What follows belongs to an exercise in optimizing a design on an open flow for small area and a short achievable clock period; a production flow would make more cautious choices. In this exercise RTL edits were held to simulation tests only and were not proved equivalent to the original. No activity file was given, so power comes from the tool's default toggle rates.

<file path="constraint.sdc">
create_clock -name core_clock -period 7.0 [get_ports {clk}]
set_input_delay 1.4000 -clock core_clock [delete_from_list [all_inputs] [get_ports {clk}]]
set_output_delay 1.4000 -clock core_clock [all_outputs]
set_load 0.01 [all_outputs]
</file>
<file path="config.mk">
export PLATFORM = sky130hd
export DESIGN_NAME = y86_decode_regfile
export DESIGN_NICKNAME = y86_decode_regfile
export VERILOG_FILES = /design/flow/design.v
export SDC_FILE = /design/flow/constraint.sdc
export NUM_CORES = 8
export LEC_CHECK = 0
export CAP_MARGIN = 20
export CORE_MARGIN = 2
export CORE_UTILIZATION = 30
export SETUP_SLACK_MARGIN = 0.3
export SLEW_MARGIN = 20
</file>
<file path="run.sh">
#!/bin/bash
# synth_recipe.tcl (not shown) runs the flow's synth.tcl, then flattens the netlist and writes it again
# the make line also repeats each setting of config.mk as NAME=value (left out here)
make -C /OpenROAD-flow-scripts/flow DESIGN_CONFIG=/design/flow/config.mk WORK_HOME=/design/flow/orfs CLKGATE_MAP_FILE= SYNTH_SCRIPT=/design/flow/synth_recipe.tcl finish
</file>
<file path="design.v">
package y86_pkg;
    localparam int W    = 64;
    localparam int NREG = 15;
    localparam logic [3:0] REG_NONE = 4'hF;
    localparam logic [3:0] REG_RSP  = 4'h4;
    localparam logic [3:0] I_HALT   = 4'h0;
    localparam logic [3:0] I_NOP    = 4'h1;
    localparam logic [3:0] I_CMOVXX = 4'h2;
    localparam logic [3:0] I_IRMOVQ = 4'h3;
    localparam logic [3:0] I_RMMOVQ = 4'h4;
    localparam logic [3:0] I_MRMOVQ = 4'h5;
    localparam logic [3:0] I_OPQ    = 4'h6;
    localparam logic [3:0] I_JXX    = 4'h7;
    localparam logic [3:0] I_CALL   = 4'h8;
    localparam logic [3:0] I_RET    = 4'h9;
    localparam logic [3:0] I_PUSHQ  = 4'hA;
    localparam logic [3:0] I_POPQ   = 4'hB;
    function automatic logic [3:0] ifun_limit(input logic [3:0] icode);
        case (icode)
            I_CMOVXX, I_JXX: ifun_limit = 4'd6;
            I_OPQ:           ifun_limit = 4'd3;
            default:         ifun_limit = 4'd0;
        endcase
    endfunction
endpackage
module y86_regfile
(
    input  logic         clk,
    input  logic         reset,
    input  logic         re_en,
    input  logic         wr_en,
    input  logic [3:0]   rd_id1,
    input  logic [3:0]   rd_id2,
    input  logic [3:0]   wr_id1,
    input  logic [3:0]   wr_id2,
    input  logic [y86_pkg::W-1:0] wr_val1,
    input  logic [y86_pkg::W-1:0] wr_val2,
    output logic [y86_pkg::W-1:0] rd_val1,
    output logic [y86_pkg::W-1:0] rd_val2,
    output logic         regerr
);
    logic [y86_pkg::W-1:0] regs_reg [y86_pkg::NREG];
    logic [3:0]   rd_id  [2];
    logic [y86_pkg::W-1:0] rd_val [2];
    assign rd_id[0] = rd_id1;
    assign rd_id[1] = rd_id2;
    assign rd_val1  = rd_val[0];
    assign rd_val2  = rd_val[1];
    always_ff @(posedge clk or posedge reset) begin
        if (reset) begin
            for (int i = 0; i < y86_pkg::NREG; i++) regs_reg[i] <= '0;
        end else if (wr_en) begin
            if (wr_id1 != y86_pkg::REG_NONE) regs_reg[wr_id1] <= wr_val1;
            if (wr_id2 != y86_pkg::REG_NONE) regs_reg[wr_id2] <= wr_val2;
        end
    end
    generate
        for (genvar gi = 0; gi < 2; gi++) begin : g_rd
            assign rd_val[gi] = (re_en && rd_id[gi] != y86_pkg::REG_NONE) ? regs_reg[rd_id[gi]] : '0;
        end
    endgenerate
    assign regerr = wr_en && (wr_id1 == wr_id2) && (wr_id1 != y86_pkg::REG_NONE);
endmodule
module y86_decode_regfile
(
    input  logic         clk,
    input  logic         reset,
    input  logic [7:0]   opcode,
    input  logic [7:0]   rArB,
    input  logic [y86_pkg::W-1:0] valC,
    input  logic         reEn,
    input  logic         wrEn,
    input  logic [3:0]   registernumber1_write,
    input  logic [3:0]   registernumber2_write,
    input  logic [y86_pkg::W-1:0] val_write1,
    input  logic [y86_pkg::W-1:0] val_write2,
    output logic [3:0]   registernumber1,
    output logic [3:0]   registernumber2,
    output logic [3:0]   dst_e,
    output logic [3:0]   dst_m,
    output logic [y86_pkg::W-1:0] val_read1,
    output logic [y86_pkg::W-1:0] val_read2,
    output logic         error,
    output logic         regerr
);
    logic [3:0] icode, ifun, ra, rb;
    logic [3:0] src_a, src_b, dst_e_d, dst_m_d;
    logic       uses_ra, uses_rb, bad_icode, ra_must_none;
    assign icode = opcode[7:4];
    assign ifun  = opcode[3:0];
    assign ra    = rArB[7:4];
    assign rb    = rArB[3:0];
    always_comb begin
        src_a        = y86_pkg::REG_NONE;
        src_b        = y86_pkg::REG_NONE;
        dst_e_d      = y86_pkg::REG_NONE;
        dst_m_d      = y86_pkg::REG_NONE;
        uses_ra      = 1'b0;
        uses_rb      = 1'b0;
        bad_icode    = 1'b0;
        ra_must_none = 1'b0;
        case (icode)
            y86_pkg::I_HALT, y86_pkg::I_NOP, y86_pkg::I_JXX: ;
            y86_pkg::I_CMOVXX: begin src_a = ra; dst_e_d = rb; uses_ra = 1'b1; uses_rb = 1'b1; end
            y86_pkg::I_IRMOVQ: begin dst_e_d = rb; uses_rb = 1'b1; ra_must_none = 1'b1; end
            y86_pkg::I_RMMOVQ: begin src_a = ra; src_b = rb; uses_ra = 1'b1; uses_rb = 1'b1; end
            y86_pkg::I_MRMOVQ: begin src_b = rb; dst_m_d = ra; uses_ra = 1'b1; uses_rb = 1'b1; end
            y86_pkg::I_OPQ:    begin src_a = ra; src_b = rb; dst_e_d = rb; uses_ra = 1'b1; uses_rb = 1'b1; end
            y86_pkg::I_CALL:   begin src_b = y86_pkg::REG_RSP; dst_e_d = y86_pkg::REG_RSP; end
            y86_pkg::I_RET:    begin src_a = y86_pkg::REG_RSP; src_b = y86_pkg::REG_RSP; dst_e_d = y86_pkg::REG_RSP; end
            y86_pkg::I_PUSHQ:  begin src_a = ra; src_b = y86_pkg::REG_RSP; dst_e_d = y86_pkg::REG_RSP; uses_ra = 1'b1; end
            y86_pkg::I_POPQ:   begin src_a = y86_pkg::REG_RSP; src_b = y86_pkg::REG_RSP; dst_e_d = y86_pkg::REG_RSP; dst_m_d = ra; uses_ra = 1'b1; end
            default:  bad_icode = 1'b1;
        endcase
    end
    assign error = bad_icode
                     || (ifun > y86_pkg::ifun_limit(icode))
                     || (uses_ra && ra == y86_pkg::REG_NONE)
                     || (uses_rb && rb == y86_pkg::REG_NONE)
                     || (ra_must_none && ra != y86_pkg::REG_NONE);
    assign registernumber1 = src_a;
    assign registernumber2 = src_b;
    assign dst_e           = dst_e_d;
    assign dst_m           = dst_m_d;
    y86_regfile u_regfile (
        .clk     (clk),
        .reset   (reset),
        .re_en   (reEn),
        .wr_en   (wrEn),
        .rd_id1  (src_a),
        .rd_id2  (src_b),
        .wr_id1  (registernumber1_write),
        .wr_id2  (registernumber2_write),
        .wr_val1 (val_write1),
        .wr_val2 (val_write2),
        .rd_val1 (val_read1),
        .rd_val2 (val_read2),
        .regerr  (regerr)
    );
endmodule
</file>
==> flow_summary.json, run 1 <==
{
  "drtIter0Drc": 18610,
  "reg2reg_slack_ns": 6.13,
  "cts_root_buf": "clkbuf_16",
  "swShare_pct": 36.82,
  "drv_slew": 0,
  "seqCellArea_um2": 24020,
  "via_per_inst": 7.814,
  "synth_top_area_cell": "dfrtp_1",
  "dpl_cell_area_um2": 64150,
  "grt_pass1_wl_mm": 579.5,
  "r2r-start": "u_regfile.regs_reg[0][29]$_DFFE_PP0P_",
  "fillers": 19460,
  "antenna_left": 0,
  "syn_area_per_cell_um2": 8.244,
  "antenna_found_initial": 95,
  "grt_max_degree": 178,
  "peakVddDrop_mv": 0.2253,
  "synthCells": 6903,
  "fmax_mhz": 145.8,
  "dp_hpwl_mm": 246.2,
  "endpoint_kind": "primary output",
  "cts_hold_buffers": 0,
  "totalWireLength_mm": 433.8,
  "synthDistinctLibCells": 76,
  "powerDensity_nw_per_um2": 286.7,
  "largest_reg_flops": 960,
  "grt_setup_unrepaired": "yes",
  "critical_path_arrival_ns": 5.46,
  "hold_violations": 0,
  "maxCapViolCount": 0,
  "synth_edf_count": 0,
  "grt_use_total_pct": 43.20,
  "postSynthRegisterBits": 960,
  "yosys-top-cells-count": "1,083 x nor2_1, 1,050 x a21oi_1, 993 x o22ai_1",
  "cp-endpoint": "val_read2[52]",
  "core_um2": 188200,
  "grt_pass1_vias": 67260,
  "htreeDepth": 3,
  "place_worst_setup_slack_ns": 0.1245,
  "fin_area_um2": 68490,
  "worstMarginPinSlew_ns": 1.347,
  "fin_crit_ns": 6.860,
  "grt_overflow": 0,
  "fin_nets": 7063,
  "finalClockSkew_ns": 0,
  "whs_path_depth": 2,
  "ys.flop_type": "dfrtp_1",
  "status": "no timing/DRC/antenna violations",
  "layout-drive-gt1-share_pct": 11.22,
  "min_path_type": "flip-flop to flip-flop",
  "ctsLongestPathBuffers": 3,
  "pwr-share-clk_pct": 33.7,
  "crit_path_max_fanout": 26,
  "cp.required_ns": 5.60,
  "reg2reg_depth": 2,
  "fin_crit_sh_pct": 98.01,
  "clock_sinks": 960,
  "initial_utilization_pct": 30.24,
  "setup_ws_ns": 0.1395,
  "clkLatencyLatePin_ns": 0.84,
  "critical_path_class": "input port to primary output",
  "fp-row-count": 159,
  "wl_per_cell_um": 45.55,
  "seq_area_frac_synth_pct": 42.21,
  "cts-buffers-inserted": 113,
  "p_sw_w": 0.007229,
  "firstDrtPassIters": 13,
  "yosysMostFrequentCell": "nor2_1",
  "r2r-end": "u_regfile.regs_reg[0][29]$_DFFE_PP0P_",
  "dieArea_um2": 193200,
  "synthesis.area_um2": 56910,
  "gp_congestion": 1.051,
  "p_leak_nw": 25.20,
  "pin_count": 366,
  "final_core_util_pct": 36.39,
  "synthArstFlopShare_pct": 100.0,
  "startpoint": "opcode[7]",
  "die_w_um": 439.5,
  "slew_headroom_pct": 10.22,
  "yosysWarnings": 5,
  "tritoncts": "yes",
  "syn_nets": 7126,
  "syn2layout_area_growth_pct": 20.35,
  "synth_top_cells_by_area": "dfrtp_1 42%, o22ai_1 11%, a21oi_1 9.2%",
  "intPower_w": 0.01241,
  "setup_violations": 0,
  "portBuffers": 301,
  "whs_ns": 0.5262,
  "fp.dieH_um": 439.5,
  "vias": 74410,
  "seqPwrFrac_pct": 42.5,
  "multi_input_area_um2": 30310,
  "yosysTopAreaCellShare_pct": 42.21,
  "cts.clk_slew.worst_paths_ns": 0.07,
  "drc_errors": 0,
  "start_kind": "input port",
  "combPwrFrac_pct": 23.8
}
layout by cell type, fill, tap and decap left out, types with 18 or more instances in the layout:
| master | synthesis | routed |
|---|---|---|
| clkinv_2 | 0 | 25 |
| mux2i_1 | 117 | 117 |
| nor2b_1 | 33 | 27 |
| buf_4 | 6 | 313 |
| mux2_2 | 20 | 20 |
| clkbuf_1 | 659 | 18 |
| o221ai_1 | 21 | 21 |
| a221oi_1 | 184 | 184 |
| buf_12 | 0 | 68 |
| a222oi_1 | 46 | 46 |
| clkbuf_16 | 0 | 114 |
| dfrtp_1 | 960 | 960 |
| nor3_1 | 63 | 56 |
| clkdlybuf4s50_1 | 0 | 293 |
| o22a_1 | 22 | 22 |
| nor2_1 | 1083 | 1070 |
| o21ai_0 | 239 | 237 |
| a2111oi_0 | 24 | 23 |
| diode_2 | 0 | 96 |
| a22o_1 | 182 | 182 |
| and2_1 | 41 | 38 |
| a31oi_1 | 91 | 86 |
| o2bb2ai_1 | 30 | 30 |
| nand3_1 | 79 | 70 |
| a22oi_1 | 269 | 269 |
| nand2_1 | 203 | 180 |
| clkbuf_8 | 0 | 25 |
| or2_2 | 35 | 35 |
| and3_1 | 22 | 20 |
| a21oi_1 | 1050 | 1044 |
| o32ai_1 | 21 | 21 |
| o22ai_1 | 993 | 993 |
how the worst min path moves through the flow:
stage / slack (ns) / end / from
floorplan: 0.46 / u_regfile.regs_reg[1][61]$_DFFE_PP0P_ / u_regfile.regs_reg[1][61]$_DFFE_PP0P_
global placement: 0.50 / u_regfile.regs_reg[1][31]$_DFFE_PP0P_ / u_regfile.regs_reg[1][31]$_DFFE_PP0P_
detailed placement: 0.51 / u_regfile.regs_reg[1][39]$_DFFE_PP0P_ / u_regfile.regs_reg[1][39]$_DFFE_PP0P_
CTS: 0.52 / u_regfile.regs_reg[1][39]$_DFFE_PP0P_ / u_regfile.regs_reg[1][39]$_DFFE_PP0P_
global route: 0.56 / u_regfile.regs_reg[8][60]$_DFFE_PP0P_ / u_regfile.regs_reg[8][60]$_DFFE_PP0P_
finish: 0.53 / u_regfile.regs_reg[1][27]$_DFFE_PP0P_ / u_regfile.regs_reg[1][27]$_DFFE_PP0P_
power by group through the flow:
stage | sequential (W) | combinational, W | clock (W)
floorplan | 0.00785 | 0.00272 | 0
global placement | 0.00827 | 0.00427 | 0
detailed placement | 0.00830 | 0.00437 | 0
CTS | 0.00822 | 0.00437 | 0.00651
global route | 0.00842 | 0.00486 | 0.00674
finish | 0.00835 | 0.00467 | 0.00662
cells by family (layout without fill, tap and decap cells):
logic type                 after synthesis  after routing  share of synthesized area, %
muxes                                  139            139                         2.533
adders and majority gates                3              3                       0.06597
DFF                                    960            960                         42.21
buffers and inverters                  875            904                         6.037
xor gates and xnor gates                 5              5                       0.07695
and+or+nand+nor                       1617           1617                         11.93
AOI/OAI and AO/OA                     3304           3304                         37.14
other                                    0             96                             0
critical path: stages:
cell	delay, ns
clkdlybuf4s50_1	0.62
nand2b_2	0.53
buf_12	0.29
nor3_4	0.45
buf_4	0.52
a22oi_1	0.13
o22ai_1	0.17
a311oi_1	0.08
a31oi_1	0.54
clkdlybuf4s50_1	0.67
area by class of cell:
class	instances	area share (%)
Timing Repair Buffer	685	9.865
Antenna cell	96	0.3508
Inverter	12	0.07308
Multi-Input combinational cell	5068	44.26
Clock buffer	157	4.766
Sequential cell	960	35.08
Clock inverter	50	1.054
Tap cell	2495	4.558
repair_timing:
| action | in CTS | in global routing |
|---|---|---|
| hold endpoints to repair | 0 | 0 |
| cloned | 0 | 0 |
| setup buffers | 0 | 2 |
| endpoints found under the setup margin | 13 | 29 |
| gates resized for setup | 2 | 11 |
metrics by stage:
step            TNS, ns  total power, W  std cells
6_report              0         0.01964       9523
5_1_grt               0         0.02002       9455
4_1_cts               0         0.01911       9424
3_5_place_dp          0         0.01267       9217
3_3_place_gp          0         0.01254       9216
2_1_floorplan  -7313.98         0.01056       6903
routing by layer:
layer / track usage, % / part of all wire (%) / wire length [um]
met5: 2.060 / 0.17 / 747
met3: 24.68 / 18 / 76450
met4: 39.72 / 12 / 53720
met1: 48.90 / 32 / 140600
met2: 56.19 / 37 / 162300
==> run 2, diff against run 1 <==
--- a/design.v
+++ b/design.v
@@ -24,4 +24,24 @@
     endfunction
 endpackage
+module y86_rf_wbit
+(
+    input  logic s2,
+    input  logic d2,
+    input  logic s1,
+    input  logic d1,
+    input  logic h,
+    input  logic q,
+    output logic d
+);
+    assign d = (s2 & d2) | (s1 & d1) | (h & q);
+endmodule
+module y86_rf_rbit
+(
+    input  logic [y86_pkg::NREG-1:0] sel,
+    input  logic [y86_pkg::NREG-1:0] q,
+    output logic                     d
+);
+    assign d = |(sel & q);
+endmodule
 module y86_regfile
 (
@@ -41,21 +61,45 @@
 );
     logic [y86_pkg::W-1:0] regs_reg [y86_pkg::NREG];
-    logic [3:0]   rd_id  [2];
-    logic [y86_pkg::W-1:0] rd_val [2];
-    assign rd_id[0] = rd_id1;
-    assign rd_id[1] = rd_id2;
-    assign rd_val1  = rd_val[0];
-    assign rd_val2  = rd_val[1];
+    logic [y86_pkg::W-1:0] regs_nxt [y86_pkg::NREG];
+    logic [y86_pkg::NREG-1:0] valid_reg;
+    logic [y86_pkg::NREG-1:0] we1, we2, hold, sel1, sel2;
+    always_comb begin
+        for (int i = 0; i < y86_pkg::NREG; i++) begin
+            we2[i]  = wr_en && (wr_id2 == 4'(i));
+            we1[i]  = wr_en && (wr_id1 == 4'(i)) && !we2[i];
+            hold[i] = !(we1[i] || we2[i]);
+        end
+    end
     always_ff @(posedge clk or posedge reset) begin
-        if (reset) begin
-            for (int i = 0; i < y86_pkg::NREG; i++) regs_reg[i] <= '0;
-        end else if (wr_en) begin
-            if (wr_id1 != y86_pkg::REG_NONE) regs_reg[wr_id1] <= wr_val1;
-            if (wr_id2 != y86_pkg::REG_NONE) regs_reg[wr_id2] <= wr_val2;
+        if (reset) valid_reg <= '0;
+        else       valid_reg <= valid_reg | ~hold;
+    end
+    generate
+        for (genvar r = 0; r < y86_pkg::NREG; r++) begin : g_reg
+            for (genvar b = 0; b < y86_pkg::W; b++) begin : g_bit
+                y86_rf_wbit u_w (
+                    .s2(we2[r]), .d2(wr_val2[b]), .s1(we1[r]), .d1(wr_val1[b]),
+                    .h(hold[r]), .q(regs_reg[r][b]), .d(regs_nxt[r][b])
+                );
+            end
+        end
+    endgenerate
+    always_ff @(posedge clk) begin
+        for (int i = 0; i < y86_pkg::NREG; i++) regs_reg[i] <= regs_nxt[i];
+    end
+    always_comb begin
+        for (int i = 0; i < y86_pkg::NREG; i++) begin
+            sel1[i] = re_en && valid_reg[i] && (rd_id1 == 4'(i));
+            sel2[i] = re_en && valid_reg[i] && (rd_id2 == 4'(i));
         end
     end
     generate
-        for (genvar gi = 0; gi < 2; gi++) begin : g_rd
-            assign rd_val[gi] = (re_en && rd_id[gi] != y86_pkg::REG_NONE) ? regs_reg[rd_id[gi]] : '0;
+        for (genvar b = 0; b < y86_pkg::W; b++) begin : g_rd
+            logic [y86_pkg::NREG-1:0] col;
+            for (genvar r = 0; r < y86_pkg::NREG; r++) begin : g_col
+                assign col[r] = regs_reg[r][b];
+            end
+            y86_rf_rbit u_r1 (.sel(sel1), .q(col), .d(rd_val1[b]));
+            y86_rf_rbit u_r2 (.sel(sel2), .q(col), .d(rd_val2[b]));
         end
     endgenerate
--- a/config.mk
+++ b/config.mk
@@ -11,2 +11,3 @@
 export SETUP_SLACK_MARGIN = 0.3
 export SLEW_MARGIN = 20
+export SYNTH_HIERARCHICAL = 1
==> run 2 against run 1 <==
  * Still clean on timing, DRC and antenna
  * Non-clock buffer count fell by 241
  * Sequential power fell by 5.0%
  * Core utilization rose by 1.4 points
  * Sequential share of layout area rose by 1.1 points
  * First-iteration DRC count fell by 23%
  * Via count fell by 35%
  * Cell area fell by 21%
  * Global-route usage fell by 15 points
  * Critical endpoint is now val_read1[16]
  * Largest power group unchanged
  * Highest routed layer unchanged
==> flow_summary.json, run 2 <==
{
  "grt_use_total_pct": 28.50,
  "slowest_stage": "clkdlybuf4s50_1",
  "post_cts_buffers": 0,
  "fillers": 14110,
  "drtIter0Drc": 14400,
  "fin_nets": 5030,
  "peakVddDrop_mv": 0.1940,
  "synthesis.area_um2": 43120,
  "maxCapViolCount": 0,
  "critical_path.top_delay_family": "buffers and inverters",
  "critical_path_arrival_ns": 5.10,
  "mostFrequentLayoutCells": "1,088 x a222oi_1, 967 x inv_1, 960 x dfxtp_1",
  "yosysMostFrequentCell": "a222oi_1",
  "grt_setup_unrepaired": "no",
  "cts_root_buf": "clkbuf_16",
  "r2r-start": "u_regfile.regs_reg[1][37]$_DFF_P_",
  "path_buf_inv": 3,
  "worstPathCellList": "clkdlybuf4s50_1 > o21bai_1 > o32a_1 > nor3b_1 > and3_2 > buf_12 > a22oi_1 > and3_1 > nand4_1 > clkdlybuf4s50_1",
  "syn_area_per_cell_um2": 10.10,
  "gp_congestion": 0.8285,
  "met2_length_mm": 94.76,
  "dieArea_um2": 146800,
  "ys.flop_type": "dfxtp_1",
  "setup_ws_ns": 0.5026,
  "grt_pass1_wl_mm": 314.4,
  "critical_path_class": "input port to primary output",
  "cp.required_ns": 5.60,
  "seq_area_frac_synth_pct": 45.44,
  "synthArstFlopShare_pct": 1.538,
  "pin_count": 366,
  "cts_hold_buffers": 0,
  "startpoint": "opcode[5]",
  "hold_violations": 0,
  "crit_cells": 10,
  "synth_top_area_cell": "dfxtp_1",
  "yosysWarnings": 11,
  "initial_utilization_pct": 30.13,
  "synthDistinctLibCells": 47,
  "reg2reg_slack_ns": 6.08,
  "postSynthRegisterBits": 975,
  "cts-buffers-inserted": 104,
  "finalClockSkew_ns": 0,
  "antenna_left": 0,
  "route.met3.wl_mm": 35.44,
  "core_um2": 143100,
  "fin_setup_tns_ns": 0,
  "grt_overflow": 0,
  "ctsLongestPathBuffers": 3,
  "wl_per_cell_um": 32.80,
  "min_from": "u_regfile.valid_reg[0]$_DFF_PP0_",
  "fin_crit_ns": 6.497,
  "yosysTopAreaCellShare_pct": 44.57,
  "final_core_util_pct": 37.81,
  "portBuffers": 301,
  "drc_errors": 0,
  "min_path_type": "flip-flop to flip-flop",
  "layout-drive-gt1-share_pct": 8.236,
  "drv_slew": 0,
  "fp.dieH_um": 383.1,
  "yosys-top-cells-count": "1,088 x a222oi_1, 967 x inv_1, 960 x dfxtp_1",
  "totalWireLength_mm": 223.1,
  "cts.clk_slew.worst_paths_ns": 0.07,
  "dp_hpwl_mm": 121.7,
  "clock_sinks": 975,
  "via_per_inst": 7.115,
  "syn2layout_area_growth_pct": 25.50,
  "grt_pass1_vias": 45190,
  "cts_resized": 0,
  "whs_ns": 0.4813,
  "start_kind": "input port",
  "crit_path_max_fanout": 26,
  "finalNonFillerCells": 6802,
  "fin_crit_sh_pct": 92.82,
  "crit_top_cell": "clkdlybuf4s50_1",
  "fmax_mhz": 153.9,
  "endpoint_kind": "primary output",
  "fp-row-count": 139,
  "clkLatencyLatePin_ns": 0.74,
  "reg2reg_depth": 2,
  "synth_top_cells_by_area": "dfxtp_1 45%, a222oi_1 25%, a22oi_1 8.9%",
  "top_layer_used": "met5",
  "powerDensity_nw_per_um2": 309.0,
  "final_common_cell": "a222oi_1",
  "status": "no timing/DRC/antenna violations",
  "synth_edf_count": 0,
  "tritoncts": "yes",
  "grt_max_degree": 67,
  "slew_headroom_pct": 14.58,
  "synthCells": 4271,
  "place_inst": 6602,
  "drt-met1-wl_mm": 80.72,
  "p_leak_nw": 23.08,
  "vias": 48390,
  "antenna_found_initial": 16,
  "die_w_um": 383.1,
  "largest_reg_flops": 960,
  "firstDrtPassIters": 17,
  "worstMarginPinSlew_ns": 1.281,
  "setup_violations": 0,
  "whs_path_depth": 1,
  "htreeDepth": 3,
  "place_worst_setup_slack_ns": 0.3478,
  "syn_nets": 4494,
  "cpPeakStageDelay_ns": 0.63
}
run 2: cell count changes in the layout (fill, tap and decap cells not counted), moves of 125 or more:
| cell | before | now |
|---|---|---|
| dfrtp_1 | 960 | 15 |
| buf_4 | 313 | 96 |
| o21ai_0 | 237 | 5 |
| a21oi_1 | 1044 | 6 |
| a222oi_1 | 46 | 1088 |
| nand2_1 | 180 | 9 |
| dfxtp_1 | 0 | 960 |
| a22oi_1 | 269 | 512 |
| o22ai_1 | 993 | 0 |
| inv_1 | 7 | 967 |
| nor2_1 | 1070 | 16 |
| nand4_1 | 5 | 130 |
run 2: worst paths after layout:
kind	to
max	val_read1[16]
min	u_regfile.valid_reg[0]$_DFF_PP0_
max reg2reg	u_regfile.regs_reg[1][37]$_DFF_P_
min reg2reg	u_regfile.valid_reg[0]$_DFF_PP0_
max in group asynchronous	u_regfile.valid_reg[1]$_DFF_PP0_
min in group asynchronous	u_regfile.valid_reg[13]$_DFF_PP0_
run 2: cell families (layout without fill, tap and decap cells):
kind of cell	count (synthesis)	count (layout)	share of synthesized area (%)
flip-flops	975	975	45.44
AO/OA/AOI/OAI	1881	1881	39.75
AND/OR/NAND/NOR	427	427	5.972
other	0	6	0
buffers and inverters	981	1603	8.667
XOR/XNOR	4	4	0.08124
adder cells (fa/ha/maj)	3	3	0.08706
run 2: Yosys stat by module (local to each module, per instance):
module | area (um2) | cells inside
y86_rf_wbit | 13.76 | 2
y86_decode_regfile | 430.4 | 66
y86_rf_rbit | 70.07 | 9
y86_regfile | 20510 | 1133
run 2: cell type report:
class / count / area (um2) / area share, %
repair buffers: 444 / 4687 / 8.661
flip-flops and latches: 975 / 19590 / 36.21
diodes: 6 / 15.01 / 0.02774
clock inverters: 54 / 728.2 / 1.346
well taps: 1903 / 2381 / 4.400
inverters: 967 / 3630 / 6.707
clock buffers: 138 / 2930 / 5.415
multi-input cells: 2315 / 20150 / 37.24
run 2: stage by stage:
stage	total power (W)	area, um2
finish	0.01672	54120
global route	0.01734	54100
CTS	0.01663	54040
detailed placement	0.01070	50390
global placement	0.01053	50330
floorplan	0.009537	43140
run 2: worst reg2reg max path, stage by stage, from the launching register on:
cell      delay, ns
dfxtp_1        0.34
a222oi_1       0.39
inv_1          0.07
run 2: per-layer routing:
metal  vias to the layer above  global-route usage (%)
met5                         -                  0.2315
met4                        16                   15.09
met3                       855                   8.940
met2                      4344                   42.42
met1                     23520                   36.63
li1                      19660                       -
run 2: power by group:
part	switching (W)	internal (W)	leakage (nW)	total, W
logic	0.00141	0.00139	13.1	0.00280
registers	0.00102	0.00691	8.18	0.00793
clock network	0.00250	0.00350	1.80	0.00600
total	0.00493	0.0118	23.1	0.0167
==> run 3, diff against run 2 <==
--- a/design.v
+++ b/design.v
@@ -36,4 +36,12 @@
     assign d = (s2 & d2) | (s1 & d1) | (h & q);
 endmodule
+module y86_rf_aoi3
+(
+    input  logic [2:0] sel,
+    input  logic [2:0] q,
+    output logic       dn
+);
+    assign dn = !(|(sel & q));
+endmodule
 module y86_rf_rbit
 (
@@ -42,5 +50,40 @@
     output logic                     d
 );
-    assign d = |(sel & q);
+    logic [4:0] g;
+    for (genvar i = 0; i < 5; i++) begin : g_grp
+        y86_rf_aoi3 u_g (.sel(sel[3*i+2:3*i]), .q(q[3*i+2:3*i]), .dn(g[i]));
+    end
+    assign d = !(&g);
+endmodule
+module y86_rf_pdec
+(
+    input  logic       en,
+    input  logic [3:0] id,
+    output logic [3:0] hi,
+    output logic [3:0] lo
+);
+    for (genvar k = 0; k < 4; k++) begin : g_k
+        assign hi[k] = en && (id[3:2] == 2'(k));
+        assign lo[k] = (id[1:0] == 2'(k));
+    end
+endmodule
+module y86_rf_rsel
+(
+    input  logic v,
+    input  logic hi,
+    input  logic lo,
+    output logic s
+);
+    assign s = v & hi & lo;
+endmodule
+module y86_rf_rsel_sp
+(
+    input  logic v,
+    input  logic hi,
+    input  logic lo,
+    input  logic sp,
+    output logic s
+);
+    assign s = v & ((hi & lo) | sp);
 endmodule
 module y86_regfile
@@ -48,7 +91,10 @@
     input  logic         clk,
     input  logic         reset,
-    input  logic         re_en,
     input  logic         wr_en,
+    input  logic         rd_en1,
+    input  logic         rd_sp1,
     input  logic [3:0]   rd_id1,
+    input  logic         rd_en2,
+    input  logic         rd_sp2,
     input  logic [3:0]   rd_id2,
     input  logic [3:0]   wr_id1,
@@ -60,8 +106,13 @@
     output logic         regerr
 );
+    localparam int G  = 4;                  
+    localparam int GW = y86_pkg::W / G;
     logic [y86_pkg::W-1:0] regs_reg [y86_pkg::NREG];
     logic [y86_pkg::W-1:0] regs_nxt [y86_pkg::NREG];
     logic [y86_pkg::NREG-1:0] valid_reg;
-    logic [y86_pkg::NREG-1:0] we1, we2, hold, sel1, sel2;
+    logic [y86_pkg::NREG-1:0] we1, we2, hold;
+    logic [y86_pkg::NREG-1:0] sel1 [G];
+    logic [y86_pkg::NREG-1:0] sel2 [G];
+    logic [3:0] hi1, lo1, hi2, lo2;
     always_comb begin
         for (int i = 0; i < y86_pkg::NREG; i++) begin
@@ -88,10 +139,19 @@
         for (int i = 0; i < y86_pkg::NREG; i++) regs_reg[i] <= regs_nxt[i];
     end
-    always_comb begin
-        for (int i = 0; i < y86_pkg::NREG; i++) begin
-            sel1[i] = re_en && valid_reg[i] && (rd_id1 == 4'(i));
-            sel2[i] = re_en && valid_reg[i] && (rd_id2 == 4'(i));
-        end
-    end
+    y86_rf_pdec u_pd1 (.en(rd_en1), .id(rd_id1), .hi(hi1), .lo(lo1));
+    y86_rf_pdec u_pd2 (.en(rd_en2), .id(rd_id2), .hi(hi2), .lo(lo2));
+    generate
+        for (genvar g = 0; g < G; g++) begin : g_grp
+            for (genvar r = 0; r < y86_pkg::NREG; r++) begin : g_sel
+                if (r == y86_pkg::REG_RSP) begin : g_sp
+                    y86_rf_rsel_sp u_s1 (.v(valid_reg[r]), .hi(hi1[r/4]), .lo(lo1[r%4]), .sp(rd_sp1), .s(sel1[g][r]));
+                    y86_rf_rsel_sp u_s2 (.v(valid_reg[r]), .hi(hi2[r/4]), .lo(lo2[r%4]), .sp(rd_sp2), .s(sel2[g][r]));
+                end else begin : g_id
+                    y86_rf_rsel u_s1 (.v(valid_reg[r]), .hi(hi1[r/4]), .lo(lo1[r%4]), .s(sel1[g][r]));
+                    y86_rf_rsel u_s2 (.v(valid_reg[r]), .hi(hi2[r/4]), .lo(lo2[r%4]), .s(sel2[g][r]));
+                end
+            end
+        end
+    endgenerate
     generate
         for (genvar b = 0; b < y86_pkg::W; b++) begin : g_rd
@@ -100,6 +160,6 @@
                 assign col[r] = regs_reg[r][b];
             end
-            y86_rf_rbit u_r1 (.sel(sel1), .q(col), .d(rd_val1[b]));
-            y86_rf_rbit u_r2 (.sel(sel2), .q(col), .d(rd_val2[b]));
+            y86_rf_rbit u_r1 (.sel(sel1[b/GW]), .q(col), .d(rd_val1[b]));
+            y86_rf_rbit u_r2 (.sel(sel2[b/GW]), .q(col), .d(rd_val2[b]));
         end
     endgenerate
@@ -131,4 +191,5 @@
     logic [3:0] src_a, src_b, dst_e_d, dst_m_d;
     logic       uses_ra, uses_rb, bad_icode, ra_must_none;
+    logic       a_is_ra, a_is_rsp, b_is_rb, b_is_rsp;
     assign icode = opcode[7:4];
     assign ifun  = opcode[3:0];
@@ -167,18 +228,38 @@
     assign dst_e           = dst_e_d;
     assign dst_m           = dst_m_d;
+    always_comb begin
+        a_is_ra  = 1'b0;
+        a_is_rsp = 1'b0;
+        b_is_rb  = 1'b0;
+        b_is_rsp = 1'b0;
+        case (icode)
+            y86_pkg::I_CMOVXX: a_is_ra = 1'b1;
+            y86_pkg::I_RMMOVQ: begin a_is_ra = 1'b1; b_is_rb = 1'b1; end
+            y86_pkg::I_MRMOVQ: b_is_rb = 1'b1;
+            y86_pkg::I_OPQ:    begin a_is_ra = 1'b1; b_is_rb = 1'b1; end
+            y86_pkg::I_CALL:   b_is_rsp = 1'b1;
+            y86_pkg::I_RET:    begin a_is_rsp = 1'b1; b_is_rsp = 1'b1; end
+            y86_pkg::I_PUSHQ:  begin a_is_ra = 1'b1; b_is_rsp = 1'b1; end
+            y86_pkg::I_POPQ:   begin a_is_rsp = 1'b1; b_is_rsp = 1'b1; end
+            default: ;
+        endcase
+    end
     y86_regfile u_regfile (
-        .clk     (clk),
-        .reset   (reset),
-        .re_en   (reEn),
-        .wr_en   (wrEn),
-        .rd_id1  (src_a),
-        .rd_id2  (src_b),
-        .wr_id1  (registernumber1_write),
-        .wr_id2  (registernumber2_write),
-        .wr_val1 (val_write1),
-        .wr_val2 (val_write2),
-        .rd_val1 (val_read1),
-        .rd_val2 (val_read2),
-        .regerr  (regerr)
+        .clk      (clk),
+        .reset    (reset),
+        .wr_en    (wrEn),
+        .rd_en1   (reEn && a_is_ra),
+        .rd_sp1   (reEn && a_is_rsp),
+        .rd_id1   (ra),
+        .rd_en2   (reEn && b_is_rb),
+        .rd_sp2   (reEn && b_is_rsp),
+        .rd_id2   (rb),
+        .wr_id1   (registernumber1_write),
+        .wr_id2   (registernumber2_write),
+        .wr_val1  (val_write1),
+        .wr_val2  (val_write2),
+        .rd_val1  (val_read1),
+        .rd_val2  (val_read2),
+        .regerr   (regerr)
     );
 endmodule
--- a/config.mk
+++ b/config.mk
@@ -8,6 +8,9 @@
 export CAP_MARGIN = 20
 export CORE_MARGIN = 2
-export CORE_UTILIZATION = 30
-export SETUP_SLACK_MARGIN = 0.3
+export CORE_UTILIZATION = 55
+export CTS_BUF_LIST = sky130_fd_sc_hd__clkbuf_8
+export CTS_CLUSTER_DIAMETER = 50
+export CTS_CLUSTER_SIZE = 14
+export SETUP_SLACK_MARGIN = 2.8
 export SLEW_MARGIN = 20
 export SYNTH_HIERARCHICAL = 1
==> run 3 against run 2 <==
  * Cell count fell by 12%
  * Critical endpoint is now val_read1[63]
  * Die area down 46%
  * Still clean on timing, DRC and antenna
  * Largest cell class unchanged
  * Global-route usage grew 24 points
==> flow_summary.json, run 3 <==
{
  "yosys.area_share.simple_pct": 7.096,
  "dp_hpwl_mm": 113.7,
  "firstDrtPassIters": 28,
  "endpoint_kind": "primary output",
  "p_leak_nw": 24.82,
  "worstMarginPinSlew_ns": 1.194,
  "route.met3.wl_mm": 44.20,
  "status": "no timing/DRC/antenna violations",
  "drv_slew": 0,
  "synthAdderAreaFrac_pct": 0.08811,
  "layout-drive-gt1-share_pct": 17.21,
  "powerDensity_nw_per_um2": 273.6,
  "dieArea_um2": 79700,
  "seq_area_frac_synth_pct": 46.00,
  "cts-buffers-inserted": 105,
  "fin_crit_ns": 5.167,
  "syn_area_per_cell_um2": 10.35,
  "ys.flop_type": "dfxtp_1",
  "final_common_cell": "a222oi_1",
  "die_w_um": 282.3,
  "met2_length_mm": 89.64,
  "fmax_mhz": 193.6,
  "vias": 52180,
  "yosys-top-cells-count": "1,600 x a222oi_1, 964 x inv_1, 960 x dfxtp_1",
  "synth_top_area_cell": "dfxtp_1",
  "grt_setup_unrepaired": "yes",
  "cts_hold_buffers": 0,
  "synthCells": 4116,
  "yosysTopAreaCellShare_pct": 45.11,
  "fin_crit_sh_pct": 73.81,
  "grt_use_total_pct": 52.35,
  "yosysMostFrequentCell": "a222oi_1",
  "fp.dieH_um": 282.3,
  "cts_root_buf": "clkbuf_8",
  "tritoncts": "yes",
  "critical_path_arrival_ns": 3.77,
  "cp.required_ns": 5.60,
  "mostFrequentLayoutCells": "1,600 x a222oi_1, 974 x inv_1, 960 x dfxtp_1",
  "whs_path_depth": 2,
  "setup_violations": 0,
  "top_layer_used": "met5",
  "total_power_w": 0.01482,
  "via_per_inst": 8.718,
  "grt_max_degree": 66,
  "pin_count": 366,
  "min_path_type": "flip-flop to flip-flop",
  "wl_per_cell_um": 37.65,
  "totalWireLength_mm": 225.3,
  "slew_headroom_pct": 20.37,
  "synthesis.area_um2": 42600,
  "postSynthRegisterBits": 975,
  "grt_pass1_vias": 47360,
  "antenna_left": 0,
  "syn_nets": 4339,
  "synthDistinctLibCells": 41,
  "drtIter0Drc": 21860,
  "finalClockSkew_ns": 0,
  "maxCapViolCount": 0,
  "fin_setup_tns_ns": 0,
  "reg2reg_slack_ns": 5.84,
  "drc_errors": 0,
  "synthArstFlopShare_pct": 1.538,
  "peakVddDrop_mv": 0.2021,
  "portBuffers": 301,
  "start_kind": "input port",
  "synth_compound_area_share_pct": 38.04,
  "cts.clk_slew.worst_paths_ns": 0.07,
  "fp-row-count": 102,
  "synthMuxAreaShare_pct": 0.02350,
  "critical_path_class": "input port to primary output",
  "synth_top_cells_by_area": "dfxtp_1 45%, a222oi_1 38%, inv_1 8.5%",
  "synth_edf_count": 0,
  "synth_top_family_by_area": "compound AO/OA/AOI/OAI gates",
  "largest_reg_flops": 960,
  "grt_pass1_wl_mm": 311.1,
  "syn2layout_area_growth_pct": 27.13,
  "clock_sinks": 975,
  "synthXorXnorAreaFrac_pct": 0.06168,
  "ctsLongestPathBuffers": 3,
  "htreeDepth": 3,
  "initial_utilization_pct": 55.26,
  "gp_congestion": 0.9038,
  "core_um2": 77080,
  "grt_overflow": 0,
  "hold_violations": 0,
  "fillers": 6027,
  "drt-met1-wl_mm": 72.13,
  "reg2reg_depth": 1,
  "antenna_found_initial": 8,
  "yosysWarnings": 13,
  "clkLatencyLatePin_ns": 0.79,
  "crit_path_max_fanout": 7,
  "fin_nets": 5075
}
[run 3: layer usage]
metal / global-route usage, % / vias up
met3: 24.38 / 1747
met5: 0.7326 / -
met1: 63.99 / 24260
li1: - / 19960
met2: 72.57 / 6201
met4: 36.02 / 12
[run 3: cell type report]
type | count | area (um2) | share of cell area, %
inverters | 965 | 3622 | 6.688
clock buffers | 117 | 1610 | 2.973
clock inverters | 71 | 715.7 | 1.321
diodes | 12 | 30.03 | 0.05545
flip-flops and latches | 975 | 19590 | 36.18
multi-input cells | 2169 | 20460 | 37.78
well taps | 1040 | 1301 | 2.403
repair buffers | 636 | 6824 | 12.60
[run 3: final timing paths]
path                                                        start                                 to
worst min register to register  u_regfile.regs_reg[10][7]$_DFF_P_  u_regfile.regs_reg[10][7]$_DFF_P_
min in group asynchronous                                   reset  u_regfile.valid_reg[13]$_DFF_PP0_
max in group asynchronous                                   reset   u_regfile.valid_reg[7]$_DFF_PP0_
worst max register to register   u_regfile.valid_reg[9]$_DFF_PP0_   u_regfile.valid_reg[9]$_DFF_PP0_
worst min-delay path            u_regfile.regs_reg[10][7]$_DFF_P_  u_regfile.regs_reg[10][7]$_DFF_P_
worst max-delay path                                    opcode[7]                      val_read1[63]
[run 3: power by group]
group | leakage (nW) | total [W] | internal [W] | switching [W]
Clock | 1.17 | 0.00427 | 0.00193 | 0.00234
Combinational | 15.5 | 0.00256 | 0.00127 | 0.00129
Sequential | 8.18 | 0.00798 | 0.00690 | 0.00109
Total | 24.8 | 0.0148 | 0.0101 | 0.00471
[run 3: critical path, cell delays in order]
cell and delay (ns):
buf_8 0.07, nand2b_4 0.13, a21oi_4 0.05, and2_4 0.19
nor3b_4 0.17, buf_4 0.15, buf_6 0.12, and3_4 0.19
buf_12 0.16, buf_12 0.13, a222oi_1 0.44, and3_4 0.30
nand3_2 0.10, buf_6 0.15
[run 3: cells by family (layout without fill, tap and decap cells)]
group	count (synthesis)	count (layout)
AO/OA/AOI/OAI	1632	1632
buffers and inverters	977	1789
flip-flops	975	975
AND/OR/NAND/NOR	525	530
adder cells (fa/ha/maj)	3	3
XOR/XNOR	3	3
multiplexers	1	1
other	0	12
[run 3: timing repair]
item	in CTS	in global routing
endpoints found under the setup margin	146	133
setup buffers	51	28
gates cloned	26	8
pin swaps	257	214
gates resized for setup	836	216
[run 3: modules after synthesis, one instance, submodules excluded, excerpt]
module | flops+latches | cells inside | times used | cell area [um2]
y86_regfile | 975 | 1085 | 1 | 20220
y86_decode_regfile | 0 | 71 | 1 | 407.9
y86_rf_rbit | 0 | 2 | 128 | 11.26
y86_rf_rsel | 0 | 1 | 112 | 6.256
y86_rf_wbit | 0 | 2 | 960 | 13.76
y86_rf_pdec | 0 | 8 | 2 | 62.56
y86_rf_aoi3 | 0 | 1 | 640 | 10.01
[run 3: through the flow]
| stage | instances | utilization [%] | worst slack (ns) | hold WS [ns] | cell area, um2 |
|---|---|---|---|---|---|
| 2_1_floorplan | 4116 | - | 1.377 | 0.4684 | 42820 |
| 3_3_place_gp | 5664 | 63.50 | 0.5390 | 0.4814 | 48950 |
| 3_5_place_dp | 5668 | 63.60 | 0.4652 | 0.4897 | 49030 |
| 4_1_cts | 5933 | 68.69 | 1.989 | 0.5111 | 52950 |
| 5_1_grt | 5974 | 70.22 | 1.832 | 0.5254 | 54130 |
| 6_report | 5985 | 70.26 | 1.833 | 0.5142 | 54160 |
==> run 4, diff against run 3 <==
--- a/design.v
+++ b/design.v
@@ -44,8 +44,42 @@
     assign dn = !(|(sel & q));
 endmodule
+module y86_rf_oai21
+(
+    input  logic a,
+    input  logic b,
+    input  logic c,
+    output logic y
+);
+    assign y = !((a | b) & c);
+endmodule
+module y86_rf_nand2
+(
+    input  logic a,
+    input  logic b,
+    output logic y
+);
+    assign y = !(a & b);
+endmodule
+module y86_rf_rfin
+(
+    input  logic [4:0] dn,
+    input  logic       en,
+    input  logic       spv,
+    input  logic       q4,
+    output logic       d
+);
+    logic any_lo, any_hi, id_n, sp_n;
+    assign any_lo = !(dn[0] & dn[1] & dn[2]);
+    assign any_hi = !(dn[3] & dn[4]);
+    y86_rf_oai21 u_id (.a(any_lo), .b(any_hi), .c(en), .y(id_n));
+    y86_rf_nand2 u_sp (.a(spv), .b(q4), .y(sp_n));
+    y86_rf_nand2 u_o  (.a(id_n), .b(sp_n), .y(d));
+endmodule
 module y86_rf_rbit
 (
     input  logic [y86_pkg::NREG-1:0] sel,
     input  logic [y86_pkg::NREG-1:0] q,
+    input  logic                     en,
+    input  logic                     spv,
     output logic                     d
 );
@@ -54,9 +88,8 @@
         y86_rf_aoi3 u_g (.sel(sel[3*i+2:3*i]), .q(q[3*i+2:3*i]), .dn(g[i]));
     end
-    assign d = !(&g);
+    y86_rf_rfin u_f (.dn(g), .en(en), .spv(spv), .q4(q[y86_pkg::REG_RSP]), .d(d));
 endmodule
 module y86_rf_pdec
 (
-    input  logic       en,
     input  logic [3:0] id,
     output logic [3:0] hi,
@@ -64,5 +97,5 @@
 );
     for (genvar k = 0; k < 4; k++) begin : g_k
-        assign hi[k] = en && (id[3:2] == 2'(k));
+        assign hi[k] = (id[3:2] == 2'(k));
         assign lo[k] = (id[1:0] == 2'(k));
     end
@@ -76,14 +109,4 @@
 );
     assign s = v & hi & lo;
-endmodule
-module y86_rf_rsel_sp
-(
-    input  logic v,
-    input  logic hi,
-    input  logic lo,
-    input  logic sp,
-    output logic s
-);
-    assign s = v & ((hi & lo) | sp);
 endmodule
 module y86_regfile
@@ -106,5 +129,5 @@
     output logic         regerr
 );
-    localparam int G  = 4;                  
+    localparam int G  = 8;                  
     localparam int GW = y86_pkg::W / G;
     logic [y86_pkg::W-1:0] regs_reg [y86_pkg::NREG];
@@ -115,4 +138,5 @@
     logic [y86_pkg::NREG-1:0] sel2 [G];
     logic [3:0] hi1, lo1, hi2, lo2;
+    logic       spv1, spv2;
     always_comb begin
         for (int i = 0; i < y86_pkg::NREG; i++) begin
@@ -139,19 +163,16 @@
         for (int i = 0; i < y86_pkg::NREG; i++) regs_reg[i] <= regs_nxt[i];
     end
-    y86_rf_pdec u_pd1 (.en(rd_en1), .id(rd_id1), .hi(hi1), .lo(lo1));
-    y86_rf_pdec u_pd2 (.en(rd_en2), .id(rd_id2), .hi(hi2), .lo(lo2));
+    y86_rf_pdec u_pd1 (.id(rd_id1), .hi(hi1), .lo(lo1));
+    y86_rf_pdec u_pd2 (.id(rd_id2), .hi(hi2), .lo(lo2));
     generate
         for (genvar g = 0; g < G; g++) begin : g_grp
             for (genvar r = 0; r < y86_pkg::NREG; r++) begin : g_sel
-                if (r == y86_pkg::REG_RSP) begin : g_sp
-                    y86_rf_rsel_sp u_s1 (.v(valid_reg[r]), .hi(hi1[r/4]), .lo(lo1[r%4]), .sp(rd_sp1), .s(sel1[g][r]));
-                    y86_rf_rsel_sp u_s2 (.v(valid_reg[r]), .hi(hi2[r/4]), .lo(lo2[r%4]), .sp(rd_sp2), .s(sel2[g][r]));
-                end else begin : g_id
-                    y86_rf_rsel u_s1 (.v(valid_reg[r]), .hi(hi1[r/4]), .lo(lo1[r%4]), .s(sel1[g][r]));
-                    y86_rf_rsel u_s2 (.v(valid_reg[r]), .hi(hi2[r/4]), .lo(lo2[r%4]), .s(sel2[g][r]));
-                end
+                y86_rf_rsel u_s1 (.v(valid_reg[r]), .hi(hi1[r/4]), .lo(lo1[r%4]), .s(sel1[g][r]));
+                y86_rf_rsel u_s2 (.v(valid_reg[r]), .hi(hi2[r/4]), .lo(lo2[r%4]), .s(sel2[g][r]));
             end
         end
     endgenerate
+    assign spv1 = rd_sp1 && valid_reg[y86_pkg::REG_RSP];
+    assign spv2 = rd_sp2 && valid_reg[y86_pkg::REG_RSP];
     generate
         for (genvar b = 0; b < y86_pkg::W; b++) begin : g_rd
@@ -160,6 +181,6 @@
                 assign col[r] = regs_reg[r][b];
             end
-            y86_rf_rbit u_r1 (.sel(sel1[b/GW]), .q(col), .d(rd_val1[b]));
-            y86_rf_rbit u_r2 (.sel(sel2[b/GW]), .q(col), .d(rd_val2[b]));
+            y86_rf_rbit u_r1 (.sel(sel1[b/GW]), .q(col), .en(rd_en1), .spv(spv1), .d(rd_val1[b]));
+            y86_rf_rbit u_r2 (.sel(sel2[b/GW]), .q(col), .en(rd_en2), .spv(spv2), .d(rd_val2[b]));
         end
     endgenerate
==> flow/run.sh (new file) <==
#!/bin/bash
# Layout flow: the standard ORFS flow (standard.sh, all steps), except
# - the port buffers are plain buf_2 cells instead of the delay cells
#   buffer_ports picks by default, so that timing repair can size them;
# - clock tree synthesis uses small clkbuf_4 clusters without dummy loads.
# The make output goes to standard.log; each ORFS step logs under orfs/logs/.
set -euo pipefail
export BUFFER_PORTS_ARGS="-buffer_cell sky130_fd_sc_hd__buf_2"
export CTS_ARGS="-sink_clustering_enable -repair_clock_nets -sink_clustering_size 8 -sink_clustering_max_diameter 40 -buf_list sky130_fd_sc_hd__clkbuf_4 -dont_use_dummy_load"
bash standard.sh > standard.log 2>&1
==> standard.sh (new file) <==
#!/bin/bash
# synth_recipe.tcl (not shown) runs the flow's synth.tcl, then flattens the netlist and writes it again
# the make line also repeats each setting of config.mk as NAME=value (left out here)
make -C /OpenROAD-flow-scripts/flow DESIGN_CONFIG=/design/flow/config.mk WORK_HOME=/design/flow/orfs CLKGATE_MAP_FILE= SYNTH_SCRIPT=/design/flow/synth_recipe.tcl "${@:-finish}"
--- a/config.mk
+++ b/config.mk
@@ -8,8 +8,5 @@
 export CAP_MARGIN = 20
 export CORE_MARGIN = 2
-export CORE_UTILIZATION = 55
-export CTS_BUF_LIST = sky130_fd_sc_hd__clkbuf_8
-export CTS_CLUSTER_DIAMETER = 50
-export CTS_CLUSTER_SIZE = 14
+export CORE_UTILIZATION = 30
 export SETUP_SLACK_MARGIN = 2.8
 export SLEW_MARGIN = 20
removed: run.sh
==> run 4 against run 3 <==
  * Clock power shrank 27%
  * Critical path depth shrank 6
  * Power decreased by 1.8%
  * Clock skew unchanged
  * Cell area rose by 1.5%
  * Setup slack better by 0.37 ns
  * Maximum frequency grew 7.6%
  * Non-clock buffer count is 146 lower
  * Largest cell class unchanged
  * Sequential power increased by 0.9%
  * Flip-flop and latch count is the same
  * Register-to-register slack got worse by 0.09 ns
==> flow_summary.json, run 4 <==
{
  "maxCapViolCount": 0,
  "drtIter0Drc": 20860,
  "postSynthRegisterBits": 975,
  "dpl_cell_area_um2": 49540,
  "start_kind": "input port",
  "htreeDepth": 4,
  "initial_utilization_pct": 30.20,
  "syn_nets": 4837,
  "antenna_found_initial": 48,
  "cts-buffers-inserted": 161,
  "synth_top_cells_by_area": "dfxtp_1 43%, a222oi_1 36%, inv_1 8.1%",
  "ctsLongestPathBuffers": 3,
  "grt_use_total_pct": 32.49,
  "gp_congestion": 0.9254,
  "clock_sinks": 975,
  "dieArea_um2": 151700,
  "clkLatencyLatePin_ns": 1.07,
  "r2r-end": "u_regfile.valid_reg[6]$_DFF_PP0_",
  "yosysTopAreaCellShare_pct": 43.10,
  "fin_crit_sh_pct": 68.58,
  "critical_path_class": "input port to primary output",
  "die_w_um": 389.5,
  "antenna_left": 0,
  "synthCells": 4614,
  "grt_pass1_vias": 50550,
  "via_per_inst": 7.593,
  "core_um2": 147700,
  "total_power_w": 0.01456,
  "syn_area_per_cell_um2": 9.665,
  "final_common_cell": "a222oi_1",
  "grt_pass1_wl_mm": 365.5,
  "mostFrequentLayoutCells": "1,600 x a222oi_1, 963 x inv_1, 960 x dfxtp_1",
  "endpoint_kind": "primary output",
  "grt_max_degree": 67,
  "cts.clk_slew.worst_paths_ns": 0.10,
  "fin_nets": 5513,
  "critical_path_arrival_ns": 3.40,
  "yosys-top-cells-count": "1,600 x a222oi_1, 964 x inv_1, 960 x dfxtp_1",
  "p_leak_nw": 25.43,
  "portBuffers": 301,
  "slew_headroom_pct": 15.55,
  "worstMarginPinSlew_ns": 1.263,
  "fin_setup_tns_ns": 0,
  "yosysMostFrequentCell": "a222oi_1",
  "fmax_mhz": 208.3,
  "status": "no timing/DRC/antenna violations",
  "cts_root_buf": "clkbuf_4",
  "cp.required_ns": 5.60,
  "yosysWarnings": 13,
  "dp_hpwl_mm": 143.3,
  "syn2layout_area_growth_pct": 23.27,
  "fin_area_um2": 54970,
  "drc_errors": 0,
  "seq_area_frac_synth_pct": 43.94,
  "synthDistinctLibCells": 39,
  "synthArstFlopShare_pct": 1.538,
  "crit_path_max_fanout": 7,
  "peakVddDrop_mv": 0.1902,
  "cts_hold_buffers": 0,
  "tritoncts": "yes",
  "synth_edf_count": 0,
  "firstDrtPassIters": 22,
  "grt_setup_unrepaired": "yes",
  "totalWireLength_mm": 265.5,
  "powerDensity_nw_per_um2": 264.8,
  "largest_reg_flops": 960,
  "grt_overflow": 0,
  "min_path_type": "input port to async pin",
  "hold_violations": 0,
  "pin_count": 366,
  "reg2reg_slack_ns": 5.75,
  "fp.dieH_um": 389.5,
  "synthesis.area_um2": 44590,
  "ys.flop_type": "dfxtp_1",
  "wl_per_cell_um": 36.61,
  "fin_crit_ns": 4.801,
  "layout-drive-gt1-share_pct": 21.94,
  "drv_slew": 0,
  "reg2reg_depth": 2,
  "vias": 55060,
  "finalClockSkew_ns": 0,
  "r2r-start": "u_regfile.valid_reg[6]$_DFF_PP0_",
  "synth_top_area_cell": "dfxtp_1",
  "setup_violations": 0,
  "fp-row-count": 141
}
## run 4: cell count changes after synthesis, moves of 4 or more
cell     before  now
a21oi_1      15    7
o21ai_1       1  129
nand2_1       7  391
and2b_2       2    8
nor2b_1      14    4
and3b_1       4    0
## run 4: worst max-delay path, stage by stage
cell	delay (ns)
buf_12	0.14
and2b_4	0.25
and3_4	0.22
a222oi_1	0.57
nand3_1	0.29
o21ai_2	0.22
nand2_2	0.15
buf_6	0.15
## run 4: final cells by class
type / count / area, um2
diodes: 33 / 82.58
inverters: 965 / 3625
fillers: 14700 / 92690
repair buffers: 490 / 4268
flip-flops and latches: 975 / 19640
well taps: 1930 / 2415
clock buffers: 161 / 1209
multi-input cells: 2697 / 23740
## run 4: how the worst max path moves through the flow
stage,from,endpoint,cells after the start
after floorplan,registernumber2_write[2],u_regfile.regs_reg[8][0]$_DFF_P_,6
after global placement,rArB[0],val_read2[14],8
after detailed placement,rArB[3],val_read2[60],9
after CTS,u_regfile.valid_reg[3]$_DFF_PP0_,val_read2[60],7
after global routing,rArB[4],val_read1[11],9
final,rArB[0],val_read2[14],8
## run 4: modules after synthesis (local to each module, per instance), a selection
module,copies in the design,cells inside
y86_rf_rfin,128,2
y86_rf_nand2,256,1
y86_rf_rsel,240,1
y86_regfile,1,1087
y86_decode_regfile,1,71
y86_rf_aoi3,640,1
y86_rf_oai21,128,1
y86_rf_wbit,960,2
y86_rf_pdec,2,8
## run 4: repair_timing
| action | 4_1_cts | 5_1_grt |
|---|---|---|
| endpoints found under the setup margin | 129 | 129 |
| pin swaps | 464 | 327 |
| gates resized for setup | 758 | 63 |
| setup buffers | 88 | 8 |
| cloned | 39 | 5 |
## run 4: metrics by stage
| stage | util [%] | worst slack, ns | instances | hold slack, ns |
|---|---|---|---|---|
| after floorplan | - | 1.377 | 4614 | 0.4684 |
| final | 37.23 | 2.199 | 7251 | 0.4017 |
| after detailed placement | 33.55 | 1.564 | 6915 | 0.4871 |
| after CTS | 36.85 | 2.427 | 7203 | 0.3705 |
| after global placement | 33.49 | 1.588 | 6910 | 0.4787 |
| after global routing | 37.19 | 2.303 | 7229 | 0.4451 |
## run 4: routing by layer
metal  part of all wire (%)  track usage [%]  routed length, um  vias up
met5                   0.19           0.6061                517        -
met4                    8.5            22.11              22540       58
met3                     19            16.06              49750     1452
met2                     39            45.46             104000     5980
met1                     33            38.66              88630    26080
li1                       -                -                  -    21490
## run 4: power breakdown
part	switching (W)	internal, W	total, W
Combinational	0.00189	0.00150	0.00339
Sequential	0.00115	0.00690	0.00805
Clock	0.00207	0.00105	0.00312
Total	0.00511	0.00945	0.0146
## run 4: cells by family after synthesis
family                   Yosys count  share of synthesized area, %
flip-flops                       975                         43.94
buffers and inverters            977                         8.305
multiplexers                       1                       0.02245
XOR/XNOR                           3                       0.05893
AND/OR/NAND/NOR                  903                         9.904
AO/OA/AOI/OAI                   1752                         37.69
adder cells (fa/ha/maj)            3                       0.08418
==> run 5, diff against run 4 <==
==> flow/run.sh (replaced) <==
#!/bin/bash
# Layout flow: the standard ORFS flow (standard.sh, all steps), except
# - the port buffers are plain buf_1 cells instead of the delay cells
#   buffer_ports picks by default, so that timing repair can size them;
# - clock tree synthesis uses small clkbuf_4 clusters without dummy loads.
# The make output goes to standard.log; each ORFS step logs under orfs/logs/.
set -euo pipefail
export BUFFER_PORTS_ARGS="-buffer_cell sky130_fd_sc_hd__buf_1"
export CTS_ARGS="-sink_clustering_enable -repair_clock_nets -sink_clustering_size 8 -sink_clustering_max_diameter 40 -buf_list sky130_fd_sc_hd__clkbuf_4 -dont_use_dummy_load"
bash standard.sh > standard.log 2>&1
==> run 5 against run 4 <==
  * Die area is the same
  * First-iteration DRC count is 0.95% lower
  * Largest cell class unchanged
  * Cell area rose by 0.26%
  * Clock skew unchanged
  * Hold slack better by 0.11 ns
  * Global-route usage up 0.35 points
  * Critical path depth rose by 1
  * Flip-flop and latch count did not move
  * Count of clock-buffer cells in the layout unchanged
  * Setup slack gained 0.025 ns
  * Via count grew 0.56%
==> flow_summary.json, run 5 <==
{
  "status": "no timing/DRC/antenna violations",
  "antenna_left": 0,
  "synth_top_cells_by_area": "dfxtp_1 43%, a222oi_1 36%, inv_1 8.1%",
  "total_power_w": 0.01459,
  "yosysWarnings": 13,
  "cts_root_buf": "clkbuf_4",
  "fin_nets": 5555,
  "grt_setup_unrepaired": "yes",
  "fp-row-count": 141,
  "synth_top_family_by_area": "compound AO/OA/AOI/OAI gates",
  "reg2reg_depth": 2,
  "clkLatencyLatePin_ns": 1.11,
  "grt_pass1_vias": 51130,
  "worstMarginPinSlew_ns": 1.305,
  "startpoint": "rArB[4]",
  "grt_overflow": 0,
  "mostFrequentLayoutCells": "1,600 x a222oi_1, 963 x inv_1, 960 x dfxtp_1",
  "synthArstFlopShare_pct": 1.538,
  "grt_pass1_wl_mm": 368.5,
  "grt_max_degree": 67,
  "crit_path_max_fanout": 8,
  "totalWireLength_mm": 267.0,
  "fin_crit_ns": 4.776,
  "swShare_pct": 35.21,
  "cp-endpoint": "val_read1[59]",
  "place_inst": 6924,
  "p_leak_nw": 25.03,
  "intPower_w": 0.009451,
  "worstPathCellList": "buf_16 > and2b_4 > buf_12 > and3_4 > a222oi_1 > nand3_1 > o21ai_1 > nand2_1 > buf_2",
  "initial_utilization_pct": 30.20,
  "slowest_stage": "a222oi_1",
  "largest_reg_flops": 960,
  "yosys.area_share.simple_pct": 9.904,
  "final_core_util_pct": 37.32,
  "core_um2": 147700,
  "endpoint_kind": "primary output",
  "yosysTopAreaCellShare_pct": 43.10,
  "drv_slew": 0,
  "combPwrFrac_pct": 23.3,
  "wl_per_cell_um": 36.58,
  "maxCapViolCount": 0,
  "cts-buffers-inserted": 161,
  "vias": 55370,
  "synth_top_area_cell": "dfxtp_1",
  "fillers": 14660,
  "critical_path_class": "input port to primary output",
  "cts.clk_slew.worst_paths_ns": 0.09,
  "start_kind": "input port",
  "synthesis.area_um2": 44590,
  "peakVddDrop_mv": 0.1742,
  "synthXorXnorAreaFrac_pct": 0.05892,
  "via_per_inst": 7.586,
  "htreeDepth": 4,
  "ys.flop_type": "dfxtp_1",
  "place_worst_setup_slack_ns": 1.396,
  "setup_ws_ns": 2.224,
  "powerDensity_nw_per_um2": 264.7,
  "portBuffers": 301,
  "gp_congestion": 0.9620,
  "fin_setup_tns_ns": 0,
  "die_w_um": 389.5,
  "synthMuxAreaShare_pct": 0.02245,
  "pin_count": 366,
  "slew_headroom_pct": 13.02,
  "critical_path_arrival_ns": 3.38,
  "ctsLongestPathBuffers": 3,
  "synthDistinctLibCells": 39,
  "finalClockSkew_ns": 0,
  "fmax_mhz": 209.4,
  "syn_nets": 4837,
  "yosysMostFrequentCell": "a222oi_1",
  "r2r-end": "u_regfile.valid_reg[8]$_DFF_PP0_",
  "synth_compound_area_share_pct": 37.69,
  "finalNonFillerCells": 7299,
  "fp.dieH_um": 389.5,
  "hold_violations": 0,
  "reg2reg_slack_ns": 5.74,
  "drc_errors": 0,
  "yosys-top-cells-count": "1,600 x a222oi_1, 964 x inv_1, 960 x dfxtp_1",
  "layout-drive-gt1-share_pct": 18.63,
  "seq_area_frac_synth_pct": 43.94,
  "firstDrtPassIters": 22,
  "synth_edf_count": 0,
  "setup_violations": 0,
  "dp_hpwl_mm": 145.4,
  "postSynthRegisterBits": 975,
  "syn2layout_area_growth_pct": 23.59,
  "antenna_found_initial": 39,
  "pwr-share-clk_pct": 21.5,
  "cpPeakStageDelay_ns": 0.38,
  "seqPwrFrac_pct": 55.2,
  "cp.required_ns": 5.60,
  "final_common_cell": "a222oi_1",
  "r2r-start": "u_regfile.valid_reg[8]$_DFF_PP0_",
  "clock_sinks": 975,
  "synthAdderAreaFrac_pct": 0.08417,
  "synthCells": 4614,
  "p_sw_w": 0.005136,
  "grt_use_total_pct": 32.83,
  "fin_crit_sh_pct": 68.23,
  "tritoncts": "yes",
  "drtIter0Drc": 20660,
  "syn_area_per_cell_um2": 9.665,
  "dieArea_um2": 151700,
  "min_path_type": "flip-flop to flip-flop"
}
run 5: area by class of cell:
cell class / count / area (um2) / share of cell area, %
inverters: 965 / 3627 / 6.581
repair buffers: 534 / 4456 / 8.084
flip-flops and latches: 975 / 19640 / 35.63
well taps: 1930 / 2415 / 4.381
multi-input cells: 2695 / 23680 / 42.96
clock buffers: 161 / 1209 / 2.193
diodes: 39 / 97.59 / 0.1771
run 5: worst max-delay path, delay by kind of cell:
kind            cells  cell delay (ns)
compound gates      2             0.59
buf+inv             3             0.48
simple gates        4             0.87
run 5: logic make-up (layout without fill, tap and decap cells):
family | count (synthesis) | after routing
DFF | 975 | 975
and+or+nand+nor | 903 | 936
adders and majority gates | 3 | 3
muxes | 1 | 1
other | 0 | 39
AOI/OAI and AO/OA | 1752 | 1752
xor gates and xnor gates | 3 | 3
buffers and inverters | 977 | 1660
run 5: per-module statistics from Yosys (local to each module, per instance), excerpt:
module	copies in the design	cells inside	flip-flops and latches	cell area, um2
y86_rf_aoi3	640	1	0	10.01
y86_rf_rfin	128	2	0	8.758
y86_rf_nand2	256	1	0	3.754
y86_rf_wbit	960	2	0	13.76
y86_regfile	1	1087	975	20230
y86_decode_regfile	1	71	0	407.9
y86_rf_oai21	128	1	0	5.005
y86_rf_pdec	2	8	0	57.56
run 5: how the worst min path moves through the flow:
stage | startpoint | depth (start not counted) | endpoint | slack (ns)
global placement | u_regfile.regs_reg[9][42]$_DFF_P_ | 2 | u_regfile.regs_reg[9][42]$_DFF_P_ | 0.48
detailed placement | u_regfile.regs_reg[1][32]$_DFF_P_ | 2 | u_regfile.regs_reg[1][32]$_DFF_P_ | 0.49
floorplan | u_regfile.regs_reg[0][0]$_DFF_P_ | 2 | u_regfile.regs_reg[0][0]$_DFF_P_ | 0.47
CTS | reset | 2 | u_regfile.valid_reg[8]$_DFF_PP0_ | 0.50
finish | u_regfile.regs_reg[1][54]$_DFF_P_ | 2 | u_regfile.regs_reg[1][54]$_DFF_P_ | 0.51
global route | u_regfile.regs_reg[14][21]$_DFF_P_ | 2 | u_regfile.regs_reg[14][21]$_DFF_P_ | 0.53
run 5: power groups by stage:
stage	Clock (W)	Combinational [W]	Sequential, W
6_report	0.00313	0.00340	0.00805
5_1_grt	0.00332	0.00359	0.00818
4_1_cts	0.00310	0.00318	0.00796
3_5_place_dp	0	0.00283	0.00810
3_3_place_gp	0	0.00272	0.00802
2_1_floorplan	0	0.00199	0.00777
run 5: metrics by stage:
step	cell area, um2	hold slack (ns)
after CTS	54350	0.4957
final	55110	0.5125
after detailed placement	49270	0.4878
after global routing	55050	0.5296
after floorplan	44810	0.4684
after global placement	49200	0.4786
run 5: timing repair:
| item | in CTS | in global routing |
|---|---|---|
| cloned | 40 | 0 |
| setup buffers | 112 | 23 |
| resized for setup | 849 | 150 |
| hold buffers | 0 | 0 |
| hold endpoints to repair | 0 | 0 |
| pin swaps | 426 | 305 |
| setup endpoints to repair | 130 | 129 |
run 5: metal layers:
layer  GRT usage, %  part of all wire (%)
met2          45.89                    40
met1          39.15                    34
met3          15.77                    18
met5         0.2871                  0.14
met4          23.07                   8.4

static timing again, ports no longer ideal:
In the flow no input, the clock included, has a driving cell. The finished layouts below were timed again as built, in two steps.
Step 1 (the two cells are an assumption about what drives the block):
set clk [get_ports {clk}]
set_driving_cell -lib_cell sky130_fd_sc_hd__clkbuf_16 $clk
set_driving_cell -lib_cell sky130_fd_sc_hd__buf_2 [delete_from_list [all_inputs] $clk]
Step 2 adds t to the input delays and takes it off the output delays; t is the mean of the earliest and latest rising clock arrival at the registers after step 1. Input paths then give back, and output paths get back, about the clock's delay inside the block.
a / b / c = no drivers / after step 1 / after step 2; a / b = the first two.
| run | shift t [ns] | setup WS [ns] | latest minus earliest clock arrival (ns) |
|---|---|---|---|
| run 1 | 0.918 | 0.140 / 0.114 / 0.114 | 0.057 / 0.057 |
| run 2 | 0.806 | 0.503 / 0.469 / 0.469 | 0.047 / 0.047 |
| run 3 | 0.879 | 1.833 / 1.769 / 1.769 | 0.061 / 0.061 |
| run 4 | 1.197 | 2.199 / 1.998 / 1.998 | 0.122 / 0.123 |
| run 5 | 1.205 | 2.224 / 1.958 / 1.694 | 0.132 / 0.131 |
After both steps setup and hold are still met in every run listed. For run 5, which loses most, drivers alone change the setup slack by -0.266 ns; drivers and shift together by -0.530 ns.
